Context: an optimization exercise on an open-source flow, tuned for small area and a short achievable clock period. The choices shown serve that exercise and are no tape-out recipe.
Function was checked by simulation only, so behaviour that the tests miss may differ from the original.
Power and IR drop assume default switching activity.

## the reference run
## mem_model_top
module mem_model_top (
  input  wire         glb_clk,
  input  wire         reset,
  input  wire         req_valid,
  input  wire         req_write,
  input  wire [30:0]  req_addr,
  input  wire [1:0]   req_size,
  input  wire         req_sign_ext,
  input  wire [63:0]  req_wdata,
  output wire         rsp_valid,
  output wire [63:0]  rsp_data
);
  localparam logic [63:0] lfsr_taps = mem_model_pkg::lfsr_taps;
  localparam logic [63:0] fill_seed = mem_model_pkg::fill_seed;
  logic [15:0] line_valid;
  logic [27:0] line_tag  [16];
  logic [63:0] line_data [16];
  logic [3:0]  fill_ptr;
  logic [63:0] fill_value;
  logic        rsp_valid_q;
  logic        req;
  logic        store;
  logic [27:0] index;
  logic [2:0]  offset;
  logic [15:0] line_hit;
  logic        hit;
  logic [15:0] ptr_dec;
  logic [15:0] alloc;
  logic [63:0] read_word;
  assign req    = req_valid & ~reset;
  assign store  = req_write;
  assign index  = req_addr[30:3];
  assign offset = req_addr[2:0];
  always_comb begin
    for (int i = 0; i < 16; i++) begin
      line_hit[i] = line_valid[i] && (line_tag[i] == index);
      ptr_dec[i]  = (fill_ptr == 4'(i));
    end
  end
  assign hit = |line_hit;
  always_comb begin
    read_word = fill_value & {64{~hit}};
    for (int i = 0; i < 16; i++) begin
      read_word = read_word | (line_data[i] & {64{line_hit[i]}});
    end
  end
  logic [7:0]  size_lanes;
  logic [7:0]  byte_lanes;
  logic [63:0] wdata_rep;     
  logic [63:0] write_word;
  always_comb begin
    unique case (req_size)
      2'd0:    size_lanes = 8'h01;
  ...
Size in the first run: roughly 4,100 cells after synthesis, about 1,600 flip-flops, about 170 I/O pins.
Settings: LEC_CHECK=0, CAP_MARGIN=20, CORE_MARGIN=2, CORE_UTILIZATION=40, CTS_BUF_LIST=sky130_fd_sc_hd__clkbuf_8, SETUP_SLACK_MARGIN=5, SLEW_MARGIN=20; clock period 9.0 ns.
standard.sh (not shown) runs the stock make flow with config.mk's settings and CLKGATE_MAP_FILE= SYNTH_SCRIPT=/design/flow/synth_recipe.tcl, a recipe that flattens the netlist after the stock synthesis.
==> flow/flow/run.sh <==
#!/bin/bash
# Standard ORFS layout, except that the port buffers are plain buf_2 cells
# (ORFS otherwise picks a slow delay buffer for them and never swaps it out).
set -euo pipefail
export BUFFER_PORTS_ARGS="-buffer_cell sky130_fd_sc_hd__buf_2"
bash standard.sh > standard.log 2>&1
The reference run finished every stage and its layout cleared the timing, DRC and antenna checks.
diff inputs: the reference run => the trial run
Settings: CTS_BUF_LIST: sky130_fd_sc_hd__clkbuf_8 -> unset.
- Going from the reference run to the trial run, via count shows an increase of 4.6%, share of total power in combinational logic climbed 0.4 points, wire length now larger.

---

The RTL this note starts from:
==> flow/design.v <==
`timescale 1ns/10ps
`default_nettype none
package mem_model_pkg;
  localparam int data_width     = 64;
  localparam int ram_items      = 2 ** 28;              
  localparam int index_width    = $clog2(ram_items);
  localparam int addr_width     = index_width + 3;      
  localparam int cache_lines    = 16;
  localparam int line_sel_width = $clog2(cache_lines);
  localparam logic [data_width-1:0] lfsr_taps = 64'hd800_0000_0000_0000;
  localparam logic [data_width-1:0] fill_seed = 64'h9e37_79b9_7f4a_7c15;
  typedef logic [1:0] access_size_t;
  localparam access_size_t size_byte  = 2'd0;
  localparam access_size_t size_half  = 2'd1;
  localparam access_size_t size_word  = 2'd2;
  localparam access_size_t size_dword = 2'd3;
  typedef struct packed {
    logic                  write;
    logic [addr_width-1:0] addr;
    access_size_t          size;
    logic                  sign_ext;
    logic [data_width-1:0] wdata;
  } mem_req_t;
  typedef struct packed {
    logic [index_width-1:0] index;
    logic [data_width-1:0]  mask;    
    logic [data_width-1:0]  data;    
  } word_access_t;
  typedef struct packed {
    logic [2:0]   offset;
    access_size_t size;
    logic         sign_ext;
  } load_tag_t;
endpackage
`default_nettype wire
`timescale 1ns/10ps
`default_nettype none
module mem_model_top (
  input  wire         glb_clk,
  input  wire         reset,
  input  wire         req_valid,
  input  wire         req_write,
  input  wire [30:0]  req_addr,
  input  wire [1:0]   req_size,
  input  wire         req_sign_ext,
  input  wire [63:0]  req_wdata,
  output wire         rsp_valid,
  output wire [63:0]  rsp_data
);
  localparam logic [63:0] lfsr_taps = mem_model_pkg::lfsr_taps;
  localparam logic [63:0] fill_seed = mem_model_pkg::fill_seed;
  logic [15:0] line_valid;
  logic [27:0] line_tag  [16];
  logic [63:0] line_data [16];
  logic [3:0]  fill_ptr;
  logic [63:0] fill_value;
  logic        rsp_valid_q;
  logic        req;
  logic        store;
  logic [27:0] index;
  logic [2:0]  offset;
  logic [15:0] line_hit;
  logic        hit;
  logic [15:0] ptr_dec;
  logic [15:0] alloc;
  logic [63:0] read_word;
  assign req    = req_valid & ~reset;
  assign store  = req_write;
  assign index  = req_addr[30:3];
  assign offset = req_addr[2:0];
  always_comb begin
    for (int i = 0; i < 16; i++) begin
      line_hit[i] = line_valid[i] && (line_tag[i] == index);
      ptr_dec[i]  = (fill_ptr == 4'(i));
    end
  end
  assign hit = |line_hit;
  always_comb begin
    read_word = fill_value & {64{~hit}};
    for (int i = 0; i < 16; i++) begin
      read_word = read_word | (line_data[i] & {64{line_hit[i]}});
    end
  end
  logic [7:0]  size_lanes;
  logic [7:0]  byte_lanes;
  logic [63:0] wdata_rep;     
  logic [63:0] write_word;
  always_comb begin
    unique case (req_size)
      2'd0:    size_lanes = 8'h01;
      2'd1:    size_lanes = 8'h03;
      2'd2:    size_lanes = 8'h0f;
      default: size_lanes = 8'hff;
    endcase
    byte_lanes = size_lanes << offset;
    unique case (req_size)
      2'd0:    wdata_rep = {8{req_wdata[7:0]}};
      2'd1:    wdata_rep = {4{req_wdata[15:0]}};
      2'd2:    wdata_rep = {2{req_wdata[31:0]}};
      default: wdata_rep = req_wdata;
    endcase
    for (int b = 0; b < 8; b++) begin
      write_word[b*8 +: 8] = (store && byte_lanes[b]) ? wdata_rep[b*8 +: 8] : fill_value[b*8 +: 8];
    end
  end
  assign alloc = ptr_dec & {16{req & ~hit}};
  always_ff @(posedge glb_clk) begin
    for (int i = 0; i < 16; i++) begin
      if (alloc[i]) begin
        line_tag[i] <= index;
      end
      for (int b = 0; b < 8; b++) begin
        if (alloc[i] || (req && store && line_hit[i] && byte_lanes[b])) begin
          line_data[i][b*8 +: 8] <= write_word[b*8 +: 8];
        end
      end
    end
  end
  always_ff @(posedge glb_clk) begin
    if (reset) begin
      line_valid <= '0;
      fill_ptr   <= '0;
    end else begin
      line_valid <= line_valid | alloc;
      if (req_valid) begin
        fill_ptr <= fill_ptr + 4'd1;
      end
    end
  end
  always_ff @(posedge glb_clk) begin
    if (reset) begin
      fill_value <= fill_seed;
    end else begin
      fill_value <= (fill_value >> 1) ^ (fill_value[0] ? lfsr_taps : 64'd0);
    end
  end
  logic [7:0]  msb_lane;      
  logic [15:0] sign_cand;     
  logic        fill_cand;
  logic        sign;
  logic [63:0] word_q;
  logic [7:0]  sel0_q;        
  logic [3:0]  sel1_q;        
  logic        ext1_q;        
  logic [1:0]  sel23_q;       
  logic        ext23_q;       
  logic        dword_q;       
  logic        ext47_q;       
  always_comb begin
    unique case (req_size)
      2'd0:    msb_lane = 8'b1 << offset;
      2'd1:    msb_lane = 8'b1 << {offset[2:1], 1'b1};
      default: msb_lane = 8'b1 << {offset[2], 2'b11};
    endcase
    for (int i = 0; i < 16; i++) begin
      sign_cand[i] = 1'b0;
      for (int m = 0; m < 8; m++) begin
        sign_cand[i] = sign_cand[i] | (msb_lane[m] & line_data[i][m*8+7]);
      end
    end
    fill_cand = 1'b0;
    for (int m = 0; m < 8; m++) begin
      fill_cand = fill_cand | (msb_lane[m] & fill_value[m*8+7]);
    end
    sign = (fill_cand & ~hit) | |(sign_cand & line_hit);
  end
  always_ff @(posedge glb_clk) begin
    word_q  <= read_word;
    sel0_q  <= 8'b1 << offset;
    sel1_q  <= (req_size == 2'd0) ? 4'b0 : (4'b1 << offset[2:1]);
    ext1_q  <= (req_size == 2'd0) & req_sign_ext & sign;
    sel23_q <= req_size[1] ? (2'b1 << offset[2]) : 2'b0;
    ext23_q <= ~req_size[1] & req_sign_ext & sign;
    dword_q <= (req_size == 2'd3);
    ext47_q <= (req_size != 2'd3) & req_sign_ext & sign;
  end
  logic [7:0] wbyte [8];
  logic [7:0] out0;
  logic [7:0] out1;
  logic [15:0] out23;
  always_comb begin
    for (int b = 0; b < 8; b++) begin
      wbyte[b] = word_q[b*8 +: 8];
    end
    out0 = '0;
    for (int b = 0; b < 8; b++) begin
      out0 = out0 | (wbyte[b] & {8{sel0_q[b]}});
    end
    out1 = {8{ext1_q}};
    for (int j = 0; j < 4; j++) begin
      out1 = out1 | (wbyte[2*j+1] & {8{sel1_q[j]}});
    end
    out23 = ({wbyte[3], wbyte[2]} & {16{sel23_q[0]}})
          | ({wbyte[7], wbyte[6]} & {16{sel23_q[1]}})
          | {16{ext23_q}};
  end
  always_ff @(posedge glb_clk) begin
    if (reset) begin
      rsp_valid_q <= 1'b0;
    end else begin
      rsp_valid_q <= req_valid & ~req_write;
    end
  end
  assign rsp_data = {(word_q[63:32] & {32{dword_q}}) | {32{ext47_q}}, out23, out1, out0};
  assign rsp_valid = rsp_valid_q;
endmodule
`default_nettype wire
clock: 9.0 ns
lec_check: 0
cap_margin: 20
core_margin: 2
core_utilization: 60
cts_buf_list: sky130_fd_sc_hd__clkbuf_8
setup_slack_margin: 5
slew_margin: 20
Scripts as last shown in full above: flow/flow/run.sh
Then changed:
Settings changed: CORE_UTILIZATION 60 to 40, TNS_END_PERCENT set to 10.
Effect: Count of clock-buffer cells in the layout goes up by 15. Total power goes up by 1.1%. Cell count goes up by 13%. Clock skew goes up by 0.0038 ns. Synthesized cell count stays the same.
Then changed:
==> flow/run.sh (new file) <==
#!/bin/bash
# synth_recipe.tcl (not shown) runs the flow's synth.tcl, then flattens the netlist and writes it again
# the make line also repeats each setting of config.mk as NAME=value (left out here)
make -C /OpenROAD-flow-scripts/flow DESIGN_CONFIG=/design/flow/config.mk WORK_HOME=/design/flow/orfs CLKGATE_MAP_FILE= SYNTH_SCRIPT=/design/flow/synth_recipe.tcl finish
Settings changed: CTS_BUF_LIST sky130_fd_sc_hd__clkbuf_8 to unset.
removed: flow/flow/run.sh
removed: flow/standard.sh
The changed run produced a clean layout.
Synthesized area is unchanged.
Setup slack degrades by 0.058 ns.
Count of clock-buffer cells in the layout goes down by 110.
Final area goes up by 2.4%.
Maximum frequency goes down by 1.4%.
Global-route usage is lower by 0.72 points.
Register-to-register slack improved by 0.12 ns.
Power increases by 7.2%.
Sequential power barely changes.
Clock power came out higher by 18%.

port drivers added, routing unchanged:
How much do the figures lean on ideal ports? The routed layouts below were timed once more, with nothing changed but the port constraints.
Step 1 assumes that a clkbuf_16 drives the clock port and a buf_2 every other input.
Step 2, shift: input delay + t, output delay - t, t = (earliest + latest rising clock arrival at the registers) / 2. This alone moves slack from input paths to output paths.
Slacks: ideal ports / drivers / drivers and shift; pairs: ideal ports / drivers.
| run | t, ns | slack for setup (ns) | worst setup path after step 2 |
|---|---|---|---|
| the reference run | 1.051 | 4.910 / 4.957 / 3.906 | input to register |
| the trial run | 0.881 | 4.596 / 4.571 / 3.690 | input to register |
| the first run of note 2 | 1.007 | 4.888 / 4.834 / 3.827 | input to register |
| the second run of note 2 | 1.060 | 4.798 / 4.818 / 3.761 | input to register |
| the third run of note 2 | 0.875 | 4.740 / 4.718 / 3.895 | input to register |
After both steps every run listed still meets setup and hold. For the first run of note 2, which loses most, drivers alone change the setup slack by -0.054 ns; drivers and shift together by -1.061 ns.
